This design comes from an exercise in tuning for small area, a short achievable clock period and few clock cycles per item on the open sky130 flow, not from production work. The RTL was checked by simulation tests, not by an equivalence proof against the original design. Power and IR drop assume default switching activity.

## sic_receiver_candidate_table
module sic_receiver_candidate_table #(
	parameter int MAX_SIGNALS = sic_pkg::MaxSignals
) (
	input  logic clk,
	input  logic arst_n,
	input  logic in_valid,
	output logic in_stall,
	input  logic [1:0] op,
	input  logic [15:0] signal_id,
	input  logic [47:0] signal_power,
	input  logic [7:0] signal_channel,
	input  logic [19:0] signal_period,
	input  logic [7:0] signal_modulation,
	input  logic [47:0] end_time,
	input  logic [47:0] now,
	input  logic [47:0] noise_power,
	output logic out_valid,
	input  logic out_stall,
	output logic [3:0] status,
	output logic [3:0] stored_count,
	input  logic cfg_valid,
	output logic cfg_ready,
	input  logic [2:0] cfg_index,
	input  logic [47:0] cfg_data
);
	localparam int N = MAX_SIGNALS;
	localparam int PW = sic_pkg::PowW;
	localparam int SW = sic_pkg::SumW;
	localparam int CW = SW + 18;       
	localparam int QD = 16;
	localparam int QW = $clog2(QD);
	logic sleep_q;
	logic [7:0] chan_q, mod_q;
	logic [19:0] period_q;
	logic [PW-1:0] sens_nq;          
	logic [15:0] thr_q;
	logic tx_q;
	logic [15:0] tx_id_q;
	logic [N-1:0] valid_q;
	logic [N*N-1:0] ord_q;           
	logic [1:0] b_vld;               
	logic b_rd, b_wr;                
  ...
==> flow/config.mk <==
export PLATFORM = sky130hd
export DESIGN_NAME = sic_receiver_candidate_table
export DESIGN_NICKNAME = sic_receiver_candidate_table
export VERILOG_FILES = /design/flow/design.v
export SDC_FILE = /design/flow/constraint.sdc
export NUM_CORES = 4
export LEC_CHECK = 0
export CAP_MARGIN = 20
export CORE_MARGIN = 2
export CORE_UTILIZATION = 40
export SLEW_MARGIN = 20
==> flow/constraint.sdc <==
create_clock -name core_clock -period 12.0 [get_ports {clk}]
set_input_delay 2.4000 -clock core_clock [delete_from_list [all_inputs] [get_ports {clk}]]
set_output_delay 2.4000 -clock core_clock [all_outputs]
set_load 0.01 [all_outputs]
standard.sh (not shown) runs the stock make flow with config.mk's settings and CLKGATE_MAP_FILE= SYNTH_SCRIPT=/design/flow/synth_recipe.tcl, a recipe that flattens the netlist after the stock synthesis.
==> flow/flow/run.sh <==
#!/bin/bash
cp standard.sh standard.sh.txt
export SETUP_SLACK_MARGIN=8
bash standard.sh > standard.log 2>&1
The starting point went through all stages and came out clean.
Testbench counts at the start, summed over its fixed seeds: cycles 5,546, items 4,800.
Edit:
--- a/flow/design.v
+++ b/flow/design.v
@@ -103,15 +103,15 @@
 	logic [N-1:0] held;              
 	logic [N-1:0] w_q;               
 	logic [PW-1:0] enoise_q;         
 	logic [N-1:0] wm_q;              
 	logic [QW-1:0] eidx_q;           
 	logic efirst_q;                  
 	logic t_v, t_m, t_last, t_first;
-	logic [PW-1:0] t_p, t_p2;        
+	logic [N-1:0] t_sel;
 	logic [PW-1:0] t_noise;
 	logic [QW-1:0] t_idx;
 	logic [SW-1:0] racc_q;           
 	logic a_v, a_m, a_last, a_first;
 	logic [PW-1:0] a_p;
 	logic [SW-1:0] a_r;
 	logic [QW-1:0] a_idx;
@@ -252,36 +252,19 @@
 	end
 	assign eng_free = ((w_q & (w_q - N'(1))) == '0);
 	logic [N-1:0] tail;
 	always_comb begin
 		for (int i = 0; i < N; i++)
 			tail[i] = w_q[i] & ~|(w_q & ahd[i*N +: N]);
 	end
-	logic [N-1:0] behind, w2, tail2, pick2;
-	always_comb begin
-		for (int j = 0; j < N; j++) begin
-			behind[j] = 1'b0;
-			for (int i = 0; i < N; i++) behind[j] = behind[j] | (wm_q[i] & w_q[i] & ahd[i*N + j]);
-		end
-	end
-	assign w2 = w_q & ~tail;
-	always_comb begin
-		for (int i = 0; i < N; i++)
-			tail2[i] = w2[i] & ~|(w2 & ahd[i*N +: N]);
-	end
-	assign pick2 = ((tail2 & behind) != '0) ? tail2 : '0;
-	logic [PW-1:0] pick_pw, pick_pw2;
+	logic [PW-1:0] pick_pw;
 	logic [SW-1:0] r_pick;
 	always_comb begin
 		pick_pw = '0;
-		pick_pw2 = '0;
-		for (int i = 0; i < N; i++) begin
-			pick_pw = pick_pw | (s_pw[i] & {PW{tail[i]}});
-			pick_pw2 = pick_pw2 | (s_pw[i] & {PW{pick2[i]}});
-		end
+		for (int i = 0; i < N; i++) pick_pw = pick_pw | (s_pw[i] & {PW{t_sel[i]}});
 	end
 	assign r_pick = t_first ? SW'(t_noise) : racc_q;
 	logic [CW-1:0] csa_r0, csa_r1, csa_r2;
 	logic [CW-1:0] pp [17];
 	for (genvar j = 0; j < 16; j++) begin : g_pp
 		assign pp[j] = thr_q[j] ? (CW'(a_r) << j) : '0;
 	end
@@ -362,15 +345,15 @@
 		else if (is_arr && arr_ok) valid_n = valid_q | free1;
 		else valid_n = valid_q;
 		b_vld_n = b_vld;
 		if (load_buf) b_vld_n[b_rd] = 1'b0;
 		if (dec_walk && !load_in) b_vld_n[b_wr] = 1'b1;
 		if (load_in) w_n = dec_walk ? live : '0;
 		else if (load_buf) w_n = b_mask[b_rd];
-		else w_n = w_q & ~tail & ~pick2;
+		else w_n = w_q & ~tail;
 		bmask0_n = (!b_vld[0] && !b_wr) ? live : b_mask[0];
 		bmask1_n = (!b_vld[1] && b_wr) ? live : b_mask[1];
 		held_n = w_n | (b_vld_n[0] ? bmask0_n : '0) | (b_vld_n[1] ? bmask1_n : '0);
 		wr_n = ~valid_n & ~held_n;
 	end
 	assign q_occ_n = q_occ + (QW+1)'(acc) - (QW+1)'(take);
 	always_ff @(posedge clk or negedge arst_n) begin
@@ -407,47 +390,38 @@
 		if (load_in) begin
 			enoise_q <= r0_a; wm_q <= lmatch; eidx_q <= q_tail; efirst_q <= 1'b1;
 		end else if (load_buf) begin
 			enoise_q <= b_noise[b_rd]; wm_q <= b_match[b_rd]; eidx_q <= b_idx[b_rd]; efirst_q <= 1'b1;
 		end else if (w_q != '0) begin
 			efirst_q <= 1'b0;
 		end
-		t_p <= pick_pw;
-		t_p2 <= pick_pw2;
+		t_sel <= tail;
 		t_noise <= enoise_q;
 		t_m <= |(tail & wm_q);
-		t_last <= ((w_q & ~tail & ~pick2) == '0);
+		t_last <= ((w_q & ~tail) == '0);
 		t_first <= efirst_q;
 		t_idx <= eidx_q;
-		if (t_v) racc_q <= r_pick + SW'(t_p) + SW'(t_p2);
-		a_p <= t_p;
+		if (t_v) racc_q <= r_pick + SW'(pick_pw);
+		a_p <= pick_pw;
 		a_r <= r_pick;
 		a_m <= t_m;
 		a_last <= t_last;
 		a_first <= t_first;
 		a_idx <= t_idx;
 		b2_r0 <= csa_r0;
 		b2_r1 <= csa_r1;
 		b2_r2 <= csa_r2;
 		b2_m <= a_m;
 		b2_last <= a_last;
 		b2_first <= a_first;
 		b2_idx <= a_idx;
 		if (b2_v) ok_q <= ok_next;
 	end
-	logic fin, fin_ok;
-	logic [QW-1:0] fin_idx;
-	always_ff @(posedge clk or negedge arst_n) begin
-		if (!arst_n) fin <= 1'b0;
-		else fin <= b2_v && b2_last;
-	end
-	always_ff @(posedge clk) begin
-		fin_ok <= ok_next;
-		fin_idx <= b2_idx;
-	end
+	logic fin;
+	assign fin = b2_v && b2_last;
 	logic [3:0] q_st_n [QD];
 	logic [3:0] q_cnt_n [QD];
 	logic [QD-1:0] q_rdy_n;
 	logic [QW-1:0] q_head_n;
 	always_comb begin
 		for (int i = 0; i < QD; i++) begin
 			q_st_n[i] = q_st[i];
@@ -456,16 +430,16 @@
 			if (take && q_head == QW'(i)) q_rdy_n[i] = 1'b0;
 			if (acc && q_tail == QW'(i)) begin
 				q_st_n[i] = acc_st; q_rdy_n[i] = 1'b0;
 			end
 			if (c_v && c_idx == QW'(i)) begin
 				q_cnt_n[i] = valid_cnt; q_rdy_n[i] = !c_walk;
 			end
-			if (fin && fin_idx == QW'(i)) begin
-				q_st_n[i] = fin_ok ? sic_pkg::ST_OK : sic_pkg::ST_UNDECODABLE;
+			if (fin && b2_idx == QW'(i)) begin
+				q_st_n[i] = ok_next ? sic_pkg::ST_OK : sic_pkg::ST_UNDECODABLE;
 				q_rdy_n[i] = 1'b1;
 			end
 		end
 	end
 	assign q_head_n = take ? q_head + 1'b1 : q_head;
 	logic c_v, c_walk;
 	logic [QW-1:0] c_idx;
The changed run completed with no timing, DRC or antenna violations; power goes down by 22%; synthesized area goes down by 4.3%; sequential share of layout area is about the same; setup slack is better by 0.37 ns; die area goes down by 4.3%; via count goes down by 6.5%; final cell count goes down by 3.8%; combinational power goes down by 38%; synthesized cell count goes down by 4.8%; wire length goes down by 9.1%; sequential power goes down by 9.4%; final area goes down by 3.7%.
Testbench counts after the change, summed over its fixed seeds: cycles 5,901, items 4,800.

-- port drivers added, routing unchanged --
How much do the figures lean on ideal ports? The routed layouts below were timed once more, with nothing changed but the port constraints.
Step 1 (the two cells are an assumption about what drives the block):
set clk [get_ports {clk}]
set_driving_cell -lib_cell sky130_fd_sc_hd__clkbuf_16 $clk
set_driving_cell -lib_cell sky130_fd_sc_hd__buf_2 [delete_from_list [all_inputs] $clk]
Step 2 moves the port delays by t, midway between the first and last clock arrival at a register: inputs arrive t later, outputs are due t later. That takes back most of the time a late clock gives input paths.
a / b / c = ideal ports / drivers / drivers and shift; a / b = the first two.
run | t, ns | slack for setup (ns) | worst setup path at the end
the first run | 0.989 | 7.521 / 7.521 / 6.874 | input to register
the second run | 0.955 | 7.892 / 7.887 / 6.932 | input to register
After both steps every run listed still meets setup and hold. The setup slack of the second run, which loses most, moves by -0.005 ns with the drivers and by -0.960 ns with both steps.
